Background: an optimization exercise with open tools, aiming at small area, a short achievable clock period and few clock cycles per item. Do not read the settings as production practice. Function was checked by simulation only, so behaviour that the tests miss may differ from the original.

==> flow/design.v <==
module gimli_non_linear_permutation (
  input  logic [31:0] i_x,
  input  logic [31:0] i_y,
  input  logic [31:0] i_z,
  output logic [31:0] o_x,
  output logic [31:0] o_y,
  output logic [31:0] o_z
);
  logic [31:0] w_x;
  logic [31:0] w_y;
  assign w_x = {i_x[7:0], i_x[31:8]};
  assign w_y = {i_y[22:0], i_y[31:23]};
  assign o_z = w_x ^ (i_z << 1) ^ ((w_y & i_z) << 2);
  assign o_y = w_y ^ w_x ^ ((w_x | i_z) << 1);
  assign o_x = i_z ^ w_y ^ ((w_x & w_y) << 3);
endmodule
module gimli_round #(
  parameter bit STATIC_PHASE = 1'b0,
  parameter int PHASE        = 0
) (
  input  logic [383:0] i_state,
  input  logic [4:0]   i_round,
  output logic [383:0] o_state
);
  localparam logic [31:0] RC_BASE = 32'h9e377900;
  logic [11:0][31:0] w_in;
  logic [11:0][31:0] w_sp;
  logic [1:0]        w_phase;
  assign w_in    = i_state;
  assign w_phase = STATIC_PHASE ? 2'(PHASE) : i_round[1:0];
  for (genvar j = 0; j < 4; j++) begin : g_sp
    gimli_non_linear_permutation u_sp (
      .i_x (w_in[j]),
      .i_y (w_in[j+4]),
      .i_z (w_in[j+8]),
      .o_x (w_sp[j]),
      .o_y (w_sp[j+4]),
      .o_z (w_sp[j+8])
    );
  end
  always_comb begin
    o_state = w_sp;
    if (w_phase == 2'b00) begin
      o_state[31:0]   = w_sp[1] ^ RC_BASE ^ {27'd0, i_round};
      o_state[63:32]  = w_sp[0];
      o_state[95:64]  = w_sp[3];
      o_state[127:96] = w_sp[2];
    end else if (w_phase == 2'b10) begin
      o_state[31:0]   = w_sp[2];
      o_state[63:32]  = w_sp[3];
      o_state[95:64]  = w_sp[0];
      o_state[127:96] = w_sp[1];
    end
  end
endmodule
module gimli_permutation_core #(
  parameter int NUMBER_OF_ROUNDS = 24
) (
  input  logic         clk,
  input  logic         rst,
  input  logic [383:0] din_state,
  input  logic         din_valid,
  output logic         din_ready,
  output logic [383:0] dout_state,
  output logic         dout_valid,
  input  logic         dout_ready,
  output logic         busy
);
  localparam int K = 2;
  logic         r_run;     
  logic         r_done;    
  logic [4:0]   r_round;   
  logic [383:0] r_state;
  logic         w_take;
  logic         w_last;
  logic [4:0]   w_round_base;
  logic [K:0][383:0] w_blk;
  assign din_ready = !r_run && (!r_done || dout_ready);
  assign w_take    = din_valid && din_ready;
  assign w_last    = (r_round == 5'(K));
  assign w_round_base = (K % 4 == 0) ? {r_round[4:2], 2'b00} :
                        (K % 2 == 0) ? {r_round[4:1], 1'b0} : r_round;
  for (genvar j = 0; j < K; j++) begin : g_rnd
    gimli_round #(
      .STATIC_PHASE ((K % 4 == 0) || (K % 2 == 0 && j % 2 == 1)),
      .PHASE        ((4 - (j % 4)) % 4)
    ) u_round (
      .i_state (w_blk[j]),
      .i_round (w_round_base - 5'(j)),
      .o_state (w_blk[j+1])
    );
  end
  assign w_blk[0] = r_state;
  always_ff @(posedge clk) begin
    if (w_take)     r_state <= din_state;
    else if (r_run) r_state <= w_blk[K];
  end
  always_ff @(posedge clk or posedge rst) begin
    if (rst) begin
      r_run   <= 1'b0;
      r_done  <= 1'b0;
      r_round <= 5'(NUMBER_OF_ROUNDS);
    end else if (r_run) begin
      if (w_last) begin
        r_run   <= 1'b0;
        r_done  <= 1'b1;
        r_round <= 5'(NUMBER_OF_ROUNDS);
      end else begin
        r_round <= r_round - 5'(K);
      end
    end else if (w_take) begin
      r_run  <= 1'b1;
      r_done <= 1'b0;
    end else if (r_done && dout_ready) begin
      r_done <= 1'b0;
    end
  end
  assign busy       = r_run && !rst;
  assign dout_valid = r_done && !rst;
  assign dout_state = r_state;
endmodule
export LEC_CHECK = 0
export CAP_MARGIN = 20
export CORE_MARGIN = 2
export CORE_UTILIZATION = 66
export PLACE_DENSITY = 0.8
export SETUP_SLACK_MARGIN = 1.1
export SLEW_MARGIN = 20
create_clock -name core_clock -period 3.5 [get_ports {clk}]
standard.sh (not shown) runs the stock make flow with config.mk's settings and CLKGATE_MAP_FILE= SYNTH_SCRIPT=/design/flow/synth_recipe.tcl, a recipe that flattens the netlist after the stock synthesis.
==> flow/flow/run.sh <==
#!/bin/bash
# Own layout flow: the standard layout (standard.sh), with the port
# buffers made as sky130_fd_sc_hd__buf_1 instead of the delay buffer that
# buffer_ports picks by default. Every input and output port still gets its
# own buffer; the resizer may resize them like any other cell.
set -euo pipefail
export BUFFER_PORTS_ARGS="-buffer_cell sky130_fd_sc_hd__buf_1"
bash standard.sh finish > standard_flow.log 2>&1
The starting point ran to the end with no violations.
Testbench counts at the start, summed over its fixed seeds: cycles 1,672, items 128.
==> next run, changes <==
CORE_UTILIZATION = 55   (was 66)
PLACE_DENSITY = 0.7   (was 0.8)
SETUP_SLACK_MARGIN = 1.25   (was 1.1)
=> The changed run completed without violations. Via count increases by a few percent. Synthesized area is unchanged. Clock-buffer cell count increases by 2. Routed wire length increases by a little under a tenth. Final cell count increases by a little under a tenth. Worst setup slack improves by 0.27 ns. Core utilization decreases by 3.4 points.
==> next run, changes <==
CORE_UTILIZATION = 60   (was 55)
PLACE_DENSITY = 0.75   (was 0.7)
SETUP_SLACK_MARGIN = 1.0   (was 1.25)
Effect: Sequential cell count stays the same. Count of clock-buffer cells in the layout came out higher by 1. Global-route usage came out higher by 2.7 points. Hold slack gets worse by 0.037 ns. Non-clock buffer count came out lower by 365.
==> next run, changes <==
SETUP_SLACK_MARGIN = 1.5   (was 1.0)
Now the flow failed in clock tree synthesis (DPL-0038).
Synthesized area is unchanged.
Synthesized cell count stays the same.

---

Setup of P:
// gimli_permutation_core: RTL as listed in full above, without the edits since
clock: 3.5 ns
lec_check: 0
cap_margin: 5
core_margin: 2
core_utilization: 60
place_density: 0.75
setup_slack_margin: 1.1
slew_margin: 5
Scripts as last shown in full above: flow/flow/run.sh
P reached the end of the flow, and the finished layout is clean on the timing, DRC and antenna checks.
Testbench counts of P, summed over its fixed seeds: cycles 1,672, items 128.
> inputs changed (P -> Q)
diff --git a/flow/config.mk b/flow/config.mk
--- a/flow/config.mk
+++ b/flow/config.mk
@@ -6,8 +6,8 @@
 export NUM_CORES = 4
 export LEC_CHECK = 0
-export CAP_MARGIN = 5
+export CAP_MARGIN = 20
 export CORE_MARGIN = 2
 export CORE_UTILIZATION = 60
 export PLACE_DENSITY = 0.75
-export SETUP_SLACK_MARGIN = 1.1
-export SLEW_MARGIN = 5
+export SETUP_SLACK_MARGIN = 1.9
+export SLEW_MARGIN = 20
==> comparison <==
Q is listed as incomplete: the tool reported an error in clock tree synthesis (4_1_cts) and the run ended there.
Q and P ended up with roughly the same hold buffer count at CTS.
Higher pre-CTS setup slack among P and Q: P
Going from P to Q, final estimated routing congestion in global placement grows by 0.84%.
Total of cells resized after clock tree synthesis grows by more than 100% when moving from P to Q.
Diff P..Q | adder-cell share of the synthesized area | unchanged
On net count after synthesis, P and Q are basically level.
In terms of I/O pin count, P and Q differ only marginally.
There was hardly any difference in placed cell count between Q and P.
TritonCTS sink count came out exactly the same in P and Q.
Input-level comparison between R and Q:
diff --git a/flow/config.mk b/flow/config.mk
--- a/flow/config.mk
+++ b/flow/config.mk
@@ -9,5 +9,6 @@
 export CORE_MARGIN = 2
 export CORE_UTILIZATION = 60
+export CTS_BUF_LIST = sky130_fd_sc_hd__clkbuf_8
 export PLACE_DENSITY = 0.75
-export SETUP_SLACK_MARGIN = 1.9
+export SETUP_SLACK_MARGIN = 1.1
 export SLEW_MARGIN = 20
==> run notes <==
- R completed end to end with timing, DRC and antenna clean.
- Maximum count of clock buffers along a single path across R and Q: no real change.
- Per the comparison of R with Q, deepest level of the CTS H-tree climbed 1, estimated wirelength of the detail-placed design barely changed.
#### Input delta (S over R)
diff --git a/flow/config.mk b/flow/config.mk
--- a/flow/config.mk
+++ b/flow/config.mk
@@ -9,6 +9,5 @@
 export CORE_MARGIN = 2
 export CORE_UTILIZATION = 60
-export CTS_BUF_LIST = sky130_fd_sc_hd__clkbuf_8
 export PLACE_DENSITY = 0.75
-export SETUP_SLACK_MARGIN = 1.1
+export SETUP_SLACK_MARGIN = 0.8
 export SLEW_MARGIN = 20
--- outcome ---
Against R as the reference, S delivers a lower setup slack. Clock tree cell share of total cell area: higher on S. From R to S the numbers moved as follows: share of the clock period used by the worst path after layout went up by 4.4 points, time the worst path needs with I/O delays and setup went up by 0.15 ns, worst hold margin went down by 0.17 ns, global-route track usage on met2 went down by 0.59 points. Between R and S, the critical path data required time is lower for S. Overall overflow remaining after global route: S vs R identical. Of the two values seen for kind of path behind the tightest hold check, primary input to async pin was produced by S and primary input to register by R. Going from R to S, cell area after layout shrank by a little under 10%.
#### Input delta (T over S)
diff --git a/flow/config.mk b/flow/config.mk
--- a/flow/config.mk
+++ b/flow/config.mk
@@ -10,4 +10,4 @@
 export CORE_UTILIZATION = 60
 export PLACE_DENSITY = 0.75
-export SETUP_SLACK_MARGIN = 0.8
+export SETUP_SLACK_MARGIN = 1.2
 export SLEW_MARGIN = 20
==> comparison <==
- Going from S to T, detailed-route via count went up by 4468; fraction of standard cell area that is sequential went down by 4.9 points; critical path buffer and inverter count went up by 1; data arrival time of the critical path went down by 0.07 ns.
- T does better than S on peak clock frequency supported by timing.
- T vs S: critical path depth up
- T vs. S: total detailed-routing wirelength higher, met2 wirelength from detailed routing higher.

---

== the reference run ==
Starts from the design.v that is shown in full above.
export LEC_CHECK = 0
export CAP_MARGIN = 20
export CORE_MARGIN = 2
export CORE_UTILIZATION = 60
export PLACE_DENSITY = 0.75
export SETUP_SLACK_MARGIN = 1.1
export SLEW_MARGIN = 20
create_clock -name core_clock -period 3.5 [get_ports {clk}]
Scripts as last shown in full above: flow/flow/run.sh
The reference run reached the final stage; the timing, DRC and antenna checks on its layout passed.
Testbench counts of the reference run, summed over its fixed seeds: cycles 1,672, items 128.
> inputs changed (the reference run -> the trial run)
- swapping 1.1 for 0.5 in SETUP_SLACK_MARGIN
The trial run ended with every stage complete and zero timing, DRC or antenna violations.
Compared with the reference run, the trial run shows a lower worst endpoint required time.
Taking the reference run as the reference, in the trial run all-layer global routing usage went down by 1.6 points; pin count of the biggest net entering global routing was more or less identical; setup slack went down by 0.52 ns; clock insertion delay at the later pin of the skew report was more or less identical.
Of the two values seen for destination of the critical timing path, r_state[4]$_DFFE_PP_ was produced by the reference run and r_state[234]$_DFFE_PP_ by the trial run.
Via count of the first global-routing pass (the trial run vs. the reference run) decreases slightly
The trial run vs the reference run on number of vias in the routed layout: the trial run is the lower one.
Measured against each other, the trial run and the reference run differ in cell area, the lower figure coming from the trial run.
Comparing post-layout minimum cycle time for the trial run and the reference run, the bigger number came from the trial run.

[what the ideal ports hide]
Ports are ideal in the flow. The routed layouts listed here were re-timed in OpenROAD. Step 1 (the two cells are an assumption about what drives the block):
set clk [get_ports {clk}]
set_driving_cell -lib_cell sky130_fd_sc_hd__clkbuf_16 $clk
set_driving_cell -lib_cell sky130_fd_sc_hd__buf_2 [delete_from_list [all_inputs] $clk]
Step 2 moves the port delays by t, midway between the first and last clock arrival at a register: inputs arrive t later, outputs are due t later. That takes back most of the time a late clock gives input paths. Three values: no drivers, after step 1, after step 2; two values: the first two.
| run | shift t [ns] | setup slack, ns | hold slack, ns | latest minus earliest clock arrival (ns) |
|---|---|---|---|---|
| the first run of note 1 | 0.683 | 0.652 / 0.652 / 0.599 | 0.012 / -0.036 / 0.525 | 0.028 / 0.029 |
| the second run of note 1 | 0.673 | 0.926 / 0.926 / 0.707 | 0.127 / 0.081 / 0.551 | 0.020 / 0.020 |
| the third run of note 1 | 0.677 | 0.838 / 0.838 / 0.432 | 0.090 / 0.044 / 0.500 | 0.022 / 0.022 |
| P | 0.683 | 0.918 / 0.918 / 0.526 | 0.076 / 0.029 / 0.509 | 0.015 / 0.015 |
| R | 0.777 | 0.810 / 0.810 / 0.527 | 0.244 / 0.203 / 0.511 | 0.034 / 0.034 |
| S | 0.675 | 0.656 / 0.656 / 0.579 | 0.076 / 0.028 / 0.501 | 0.019 / 0.020 |
| T | 0.702 | 0.754 / 0.754 / 0.313 | 0.097 / 0.047 / 0.530 | 0.027 / 0.027 |
| the reference run | 0.690 | 0.953 / 0.953 / 0.503 | 0.085 / 0.035 / 0.506 | 0.016 / 0.015 |
| the trial run | 0.676 | 0.436 / 0.436 / 0.436 | 0.077 / 0.028 / 0.505 | 0.022 / 0.022 |
After both steps every run listed still meets setup and hold. For the reference run, which loses most, drivers alone change the setup slack by 0.000 ns; drivers and shift together by -0.450 ns.
